This design comes from an exercise in tuning for small area, a short achievable clock period and few clock cycles per item on the open sky130 flow, not from production work. Function was checked by simulation only, so behaviour that the tests miss may differ from the original. Power is estimated from default activity; no workload was simulated.

[flow/constraint.sdc]
create_clock -name core_clock -period 5.0 [get_ports {clock}]
set_input_delay 1.0000 -clock core_clock [delete_from_list [all_inputs] [get_ports {clock}]]
set_output_delay 1.0000 -clock core_clock [all_outputs]
set_load 0.01 [all_outputs]
[flow/design.v]
package iidl_pkg;
   localparam int CAPACITY_DEF = 64;
   localparam int DATA_W       = 32;
   localparam int OPCODE_W     = 3;
   localparam int POS_W        = 7;
   localparam int STATUS_W     = 2;
   localparam int LEN_W        = 7;
   localparam int READ_GROUP   = 8;
   localparam logic [OPCODE_W-1:0] OP_READ   = 3'd0;
   localparam logic [OPCODE_W-1:0] OP_FRONT  = 3'd1;
   localparam logic [OPCODE_W-1:0] OP_APPEND = 3'd2;
   localparam logic [OPCODE_W-1:0] OP_INSERT = 3'd3;
   localparam logic [OPCODE_W-1:0] OP_DELETE = 3'd4;
   localparam logic [STATUS_W-1:0] ST_DONE  = 2'd0;
   localparam logic [STATUS_W-1:0] ST_RANGE = 2'd1;
   localparam logic [STATUS_W-1:0] ST_FULL  = 2'd2;
   typedef struct packed {
      logic ins;
      logic del;
   } shift_ctl_type;
endpackage
import iidl_pkg::*;
module iidl_cell #(
   parameter int CNT_W = 7,
   parameter int INDEX = 0
) (
   input  logic                      clock,
   input  iidl_pkg::shift_ctl_type   ctl,
   input  logic [CNT_W-1:0]          pos,
   input  logic [iidl_pkg::DATA_W-1:0] ins_value,
   input  logic [iidl_pkg::DATA_W-1:0] left_value,
   input  logic [iidl_pkg::DATA_W-1:0] right_value,
   input  logic [CNT_W-1:0]          read_pos,
   output logic [iidl_pkg::DATA_W-1:0] value,
   output logic [iidl_pkg::DATA_W-1:0] read_hit_value
);
   localparam logic [CNT_W-1:0] MY_INDEX = CNT_W'(INDEX);
   logic [DATA_W-1:0] value_ff;
   logic [DATA_W-1:0] value_in;
   always_comb begin
      value_in = value_ff;
      if (ctl.ins) begin
         if (MY_INDEX > pos) begin
            value_in = left_value;
         end else if (MY_INDEX == pos) begin
            value_in = ins_value;
         end
      end else if (ctl.del && MY_INDEX >= pos) begin
         value_in = right_value;
      end
   end
   always_ff @(posedge clock) begin
      value_ff <= value_in;
   end
   assign value          = value_ff;
   assign read_hit_value = (read_pos == MY_INDEX) ? value_ff : '0;
endmodule
import iidl_pkg::*;
module iidl_read_tree #(
   parameter int CAPACITY = iidl_pkg::CAPACITY_DEF
) (
   input  logic                                  clock,
   input  logic [CAPACITY-1:0][iidl_pkg::DATA_W-1:0] hit_values,
   output logic [iidl_pkg::DATA_W-1:0]           result
);
   localparam int NUM_GROUPS = (CAPACITY + READ_GROUP - 1) / READ_GROUP;
   logic [NUM_GROUPS-1:0][DATA_W-1:0] group_ff;
   logic [NUM_GROUPS-1:0][DATA_W-1:0] group_in;
   always_comb begin
      for (int g = 0; g < NUM_GROUPS; g++) begin
         group_in[g] = '0;
         for (int k = 0; k < READ_GROUP; k++) begin
            if (g * READ_GROUP + k < CAPACITY) begin
               group_in[g] = group_in[g] | hit_values[g * READ_GROUP + k];
            end
         end
      end
   end
   always_ff @(posedge clock) begin
      group_ff <= group_in;
   end
   always_comb begin
      result = '0;
      for (int g = 0; g < NUM_GROUPS; g++) begin
         result = result | group_ff[g];
      end
   end
endmodule
import iidl_pkg::*;
module indexed_insert_delete_list #(
   parameter int CAPACITY = iidl_pkg::CAPACITY_DEF
) (
   input  logic                           clock,
   input  logic                           reset,
   input  logic                           req_valid,
   output logic                           req_ready,
   input  logic [iidl_pkg::OPCODE_W-1:0]  req_opcode,
   input  logic [iidl_pkg::POS_W-1:0]     req_position,
   input  logic [iidl_pkg::DATA_W-1:0]    req_value,
   output logic                           rsp_valid,
   input  logic                           rsp_ready,
   output logic [iidl_pkg::DATA_W-1:0]    rsp_read_value,
   output logic [iidl_pkg::STATUS_W-1:0]  rsp_status,
   output logic [iidl_pkg::LEN_W-1:0]     rsp_length
);
   localparam int CNT_W = $clog2(CAPACITY + 1);
   localparam int CMP_W = (CNT_W > POS_W) ? CNT_W : POS_W;
   logic [CNT_W-1:0]    count_ff, count_in;
   logic                s1_valid_ff, s2_valid_ff, out_valid_ff;
   logic [CNT_W-1:0]    rd_pos_ff;
   logic                rd_hit_ff;
   logic [DATA_W-1:0]   rd_fixed_ff;
   logic [STATUS_W-1:0] status_ff, status_in;
   logic [LEN_W-1:0]    len_ff;
   logic [DATA_W-1:0]   out_read_value_ff;
   logic [STATUS_W-1:0] out_status_ff;
   logic [LEN_W-1:0]    out_length_ff;
   logic                accept, move_out;
   logic [CMP_W-1:0]    pos_ext, count_ext, ins_pos;
   logic                is_ins, do_ins, do_del, rd_ok;
   logic [DATA_W-1:0]   rd_fixed_in;
   iidl_pkg::shift_ctl_type ctl;
   logic [CNT_W-1:0]    cell_pos;
   logic [DATA_W-1:0]   tree_result;
   logic [CAPACITY-1:0][DATA_W-1:0] cell_values;
   logic [CAPACITY-1:0][DATA_W-1:0] hit_values;
   assign req_ready = !s1_valid_ff && !s2_valid_ff;
   assign accept    = req_valid && req_ready;
   assign move_out  = s2_valid_ff && (!out_valid_ff || rsp_ready);
   assign pos_ext   = CMP_W'(req_position);
   assign count_ext = CMP_W'(count_ff);
   always_comb begin
      ins_pos     = pos_ext;
      is_ins      = 1'b0;
      do_ins      = 1'b0;
      do_del      = 1'b0;
      rd_ok       = 1'b0;
      rd_fixed_in = '0;
      status_in   = ST_DONE;
      case (req_opcode)
         OP_READ: begin
            if (pos_ext < count_ext) begin
               rd_ok = 1'b1;
            end else begin
               rd_fixed_in = '1;
               status_in   = ST_RANGE;
            end
         end
         OP_FRONT: begin
            is_ins  = 1'b1;
            ins_pos = '0;
         end
         OP_APPEND: begin
            is_ins  = 1'b1;
            ins_pos = count_ext;
         end
         OP_INSERT: begin
            is_ins = 1'b1;
         end
         OP_DELETE: begin
            if (pos_ext < count_ext) begin
               do_del = 1'b1;
            end else begin
               status_in = ST_RANGE;
            end
         end
         default: begin
         end
      endcase
      if (is_ins) begin
         if (ins_pos > count_ext) begin
            status_in = ST_RANGE;
         end else if (count_ext >= CMP_W'(CAPACITY)) begin
            status_in = ST_FULL;
         end else begin
            do_ins = 1'b1;
         end
      end
   end
   always_comb begin
      count_in = count_ff;
      if (do_ins) begin
         count_in = count_ff + CNT_W'(1);
      end else if (do_del) begin
         count_in = count_ff - CNT_W'(1);
      end
   end
   assign ctl.ins  = accept && do_ins;
   assign ctl.del  = accept && do_del;
   assign cell_pos = CNT_W'(ins_pos);
   for (genvar i = 0; i < CAPACITY; i++) begin : g_cell
      logic [DATA_W-1:0] left_value, right_value;
      if (i == 0) begin : g_first
         assign left_value = '0;
      end else begin : g_left
         assign left_value = cell_values[i-1];
      end
      if (i == CAPACITY - 1) begin : g_last
         assign right_value = '0;
      end else begin : g_right
         assign right_value = cell_values[i+1];
      end
      iidl_cell #(
         .CNT_W (CNT_W),
         .INDEX (i)
      ) u_cell (
         .clock          (clock),
         .ctl            (ctl),
         .pos            (cell_pos),
         .ins_value      (req_value),
         .left_value     (left_value),
         .right_value    (right_value),
         .read_pos       (rd_pos_ff),
         .value          (cell_values[i]),
         .read_hit_value (hit_values[i])
      );
   end
   iidl_read_tree #(
      .CAPACITY (CAPACITY)
   ) u_read_tree (
      .clock      (clock),
      .hit_values (hit_values),
      .result     (tree_result)
   );
   always_ff @(posedge clock) begin
      if (reset) begin
         count_ff     <= '0;
         s1_valid_ff  <= 1'b0;
         s2_valid_ff  <= 1'b0;
         out_valid_ff <= 1'b0;
      end else begin
         if (accept) begin
            count_ff <= count_in;
         end
         s1_valid_ff <= accept;
         if (s1_valid_ff) begin
            s2_valid_ff <= 1'b1;
         end else if (move_out) begin
            s2_valid_ff <= 1'b0;
         end
         if (move_out) begin
            out_valid_ff <= 1'b1;
         end else if (rsp_ready) begin
            out_valid_ff <= 1'b0;
         end
      end
   end
   always_ff @(posedge clock) begin
      if (accept) begin
         rd_pos_ff   <= CNT_W'(pos_ext);
         rd_hit_ff   <= rd_ok;
         rd_fixed_ff <= rd_fixed_in;
         status_ff   <= status_in;
         len_ff      <= LEN_W'(count_in);
      end
      if (move_out) begin
         out_read_value_ff <= rd_hit_ff ? tree_result : rd_fixed_ff;
         out_status_ff     <= status_ff;
         out_length_ff     <= len_ff;
      end
   end
   assign rsp_valid      = out_valid_ff;
   assign rsp_read_value = out_read_value_ff;
   assign rsp_status     = out_status_ff;
   assign rsp_length     = out_length_ff;
endmodule
[flow/run.sh]
#!/bin/bash
# synth_recipe.tcl (not shown) runs the flow's synth.tcl, then flattens the netlist and writes it again
# the make line also repeats each setting of config.mk as NAME=value (left out here)
make -C /OpenROAD-flow-scripts/flow DESIGN_CONFIG=/design/flow/config.mk WORK_HOME=/design/flow/orfs CLKGATE_MAP_FILE= SYNTH_SCRIPT=/design/flow/synth_recipe.tcl finish
[flow/config.mk]
export PLATFORM = sky130hd
export DESIGN_NAME = indexed_insert_delete_list
export DESIGN_NICKNAME = indexed_insert_delete_list
export VERILOG_FILES = /design/flow/design.v
export SDC_FILE = /design/flow/constraint.sdc
export NUM_CORES = 4
export LEC_CHECK = 0
export CAP_MARGIN = 20
export CELL_PAD_IN_SITES_DETAIL_PLACEMENT = 1
export CELL_PAD_IN_SITES_GLOBAL_PLACEMENT = 2
export CORE_MARGIN = 2
export CORE_UTILIZATION = 30
export PLACE_DENSITY = 0.4
export SLEW_MARGIN = 20
==> impl_metrics.json <==
{
  "ys_seq_area_frac": 0.548,
  "layout_commonest_cell": "nand2_1",
  "arrival_ns": 4.83,
  "hold_viol": 0,
  "fp.dieH_um": 650,
  "fin_skew_ns": 0.0433,
  "syn_inst": 12114,
  "vias": 110577,
  "synth_top_area_frac": 0.506,
  "period_share": 0.832,
  "antenna_found_initial": 97,
  "worstPathRequired_ns": 5.67,
  "power_mw": 53.0,
  "clk_path_buf_depth": 4,
  "grt_max_degree": 82,
  "wl_per_cell_um": 42.3,
  "grt_pass1_wl_um": 1020000,
  "cts_tree": "built",
  "grt_pass1_vias": 110968,
  "routabilityCongestion": 0.931,
  "maxCapViolations": 0,
  "drt_iter0_markers": 13125,
  "synth_cell_type_count": 71,
  "timing.hold.ws_ns": 0.420,
  "syn_area_per_cell_sq_um": 10.3,
  "fp.coreArea_sq_um": 416000,
  "utilization": 0.363,
  "dp_hpwl_um": 545000,
  "num-nets-final": 12322,
  "viasPerCell": 6.13,
  "cts-resized-gates": 0,
  "rsz0062_at_grt": "false",
  "layout.cells.non_filler": 18052,
  "die-area_sq_um": 422000,
  "relSlewSlack": 0.123,
  "slew_viol_final": 0,
  "ctsRootBufferMaster": "clkbuf_16",
  "p_leak_nw": 55.4,
  "r2r_cells": 7,
  "critPathLaunchType": "input pin",
  "std_cell_rows": 237,
  "holdPathStages": 0,
  "drt_pass1_iterations": 8,
  "crit_type": "in2reg",
  "grt.overflow.total": 0,
  "ios": 89,
  "yosysTopAreaCell": "edfxtp_1",
  "cts_made_buffers": 311,
  "grt_usage": 0.351,
  "clkTransAtPathRegs_ns": 0.05,
  "detail-route-antenna-nets": 0,
  "clkSinkCount": 2373,
  "synthTopCellsByArea": "edfxtp_1, mux2i_1, nand2_1",
  "ctsHtreeMaxLevel": 5,
  "outcome": "complete, no violations",
  "powerDensity_nw_per_um2": 351,
  "ir_worst_vdd_mv": 0.242,
  "totalWireLength_um": 763000,
  "ctsHoldBuffers": 0,
  "hp-class": "reg2reg",
  "setup_violations": 0,
  "die_x_um": 650,
  "endpoint_kind": "flip-flop",
  "start_util": 0.301,
  "ys_ff_latch": 2373,
  "placedCellCount": 17445,
  "synth_flop_cell": "edfxtp_1",
  "portBuffers": 88,
  "synthArstFlopShare": 0,
  "cp_max_fo": 17,
  "ys_warn_count": 66,
  "area_delta_synth_final_pct": 20.8,
  "synth-edff-count": 2107,
  "worst_pin_slew_ns": 1.30,
  "drcViolationCount": 0,
  "layout_common_cells": "nand2_1, edfxtp_1, mux2i_1, o21ai_0, a22oi_1",
  "drive_above_1_share": 0.133,
  "synth_fp_nets": 12175,
  "clock_latency_ns": 1.01,
  "fmax_ghz": 0.240,
  "cts_setup_buffers": 0,
  "netlist_area_sq_um": 125000,
  "fin_crit_ns": 4.16
}
-- synthesized netlist by cell type, types with 5 or more instances --
| cell | count |
|---|---|
| nor2b_1 | 12 |
| buf_2 | 118 |
| o211ai_1 | 334 |
| xnor2_1 | 7 |
| o311ai_0 | 32 |
| nand4_1 | 170 |
| edfxtp_1 | 2107 |
| nor4_1 | 38 |
| inv_2 | 5 |
| o21ai_2 | 5 |
| buf_4 | 67 |
| nor2_1 | 466 |
| a221o_1 | 15 |
| a32oi_1 | 5 |
| nor3_1 | 30 |
| a21oi_1 | 216 |
| a21o_1 | 230 |
| inv_1 | 67 |
| buf_1 | 109 |
| a31oi_1 | 304 |
| clkbuf_1 | 927 |
| a41oi_1 | 44 |
| a21oi_2 | 21 |
| nand2_1 | 2348 |
| a211oi_1 | 20 |
| nand2b_1 | 8 |
| dfxtp_1 | 266 |
| a22oi_1 | 829 |
| a222oi_1 | 99 |
| mux2i_1 | 1349 |
| nand3_1 | 296 |
| mux2_2 | 6 |
| nor3b_1 | 9 |
| a22o_1 | 7 |
| nor4bb_1 | 7 |
| o21ai_1 | 125 |
| ha_1 | 15 |
| o21ai_0 | 1332 |
-- per-stage QoR --
stage | TNS [ns] | setup slack, ns | instance area [sq um]
after global routing | 0 | 0.766 | 151000
final | 0 | 0.841 | 151000
after CTS | 0 | 0.988 | 151000
after detailed placement | -0.915 | -0.0403 | 141000
after floorplan | -5.91 | -0.0925 | 125000
after global placement | -3.22 | -0.0948 | 141000
-- critical path, cell delays in order --
cell	delay, ns
clkdlybuf4s50_1	0.44
a21o_1	0.40
a211oi_4	0.34
inv_2	0.09
buf_4	0.28
nor3_2	0.86
buf_4	0.51
o21ai_4	0.19
buf_12	0.21
nor2_4	0.19
buf_12	0.21
-- logic make-up (layout without fill, tap and decap cells) --
group / Yosys count / in the layout / share of synthesized area
AO/OA/AOI/OAI: 3653 / 3653 / 0.187
XOR/XNOR: 7 / 7 / 0.000490
AND/OR/NAND/NOR: 3412 / 3412 / 0.112
buffers and inverters: 1299 / 1706 / 0.0424
multiplexers: 1355 / 1355 / 0.108
other: 0 / 34 / 0
adder cells (fa/ha/maj): 15 / 15 / 0.00150
flip-flops: 2373 / 2373 / 0.548
-- sequential cells by signal (all words and copies together), names as in the netlist --
| signal | cells |
|---|---|
| count_ff | 7 |
| g_cell.u_cell.value_ff | 2048 |
| len_ff | 7 |
| out_length_ff | 7 |
| out_read_value_ff | 32 |
| out_status_ff | 2 |
| out_valid_ff | 1 |
| rd_fixed_ff | 1 |
| rd_hit_ff | 1 |
| rd_pos_ff | 7 |
| s1_valid_ff | 1 |
| s2_valid_ff | 1 |
| status_ff | 2 |
| u_read_tree.group_ff | 256 |
-- layout make-up --
class	count	area [sq um]
antenna	34	85.1
clock buffer	463	8910
clock inverter	110	887
fill	45096	265000
inverter	74	278
multi-input combinational	8442	52800
sequential	2373	68600
tap	5497	6880
timing repair buffer	1059	12700
-- layer usage --
metal	share of wire	GRT usage	wire, um	vias to the layer above
met5	0.00030	0	228	-
met1	0.41	0.451	312000	58309
li1	-	-	-	45889
met3	0.076	0.0688	57900	1307
met4	0.068	0.206	52100	34
met2	0.45	0.548	342000	5038
-- final timing paths --
| path | startpoint | endpoint | slack, ns |
|---|---|---|---|
| max | req_opcode[1] | g_cell[11].u_cell.value_ff[22] | 0.84 |
| min | len_ff[2] | out_length_ff[2] | 0.42 |
| max reg2reg | rd_pos_ff[1] | u_read_tree.group_ff[191] | 0.88 |
| min reg2reg | len_ff[2] | out_length_ff[2] | 0.42 |
-- power breakdown --
part | internal, mW | switching, mW
Combinational | 2.46 | 5.36
Clock | 12.9 | 9.71
Sequential | 22.1 | 0.493
Testbench counts, summed over its fixed seeds: cycles 14,408, items 4,800.

==> re-timing with driven ports <==
In the flow no input, the clock included, has a driving cell. The finished layout below was timed again as built, in two steps.
Step 1: set_driving_cell puts a clkbuf_16 on clock and a buf_2 on each other input, an assumption about the parent block.
Step 2 also shifts input and output timing later by t, the mid clock arrival at the registers, as if the neighbouring blocks saw the same clock.
Three values: ideal ports, drivers, drivers and shift; two values: the first two.
t, ns: 1.086
slack for setup (ns): 0.841 / 0.883 / -0.168
hold slack, ns: 0.420 / 0.420 / 0.420
cell pins on the clock port's net: 1
Met with ideal ports but missed after step 2: setup timing in this run. For this run, drivers alone change the setup slack by +0.042 ns; drivers and shift together by -1.009 ns.
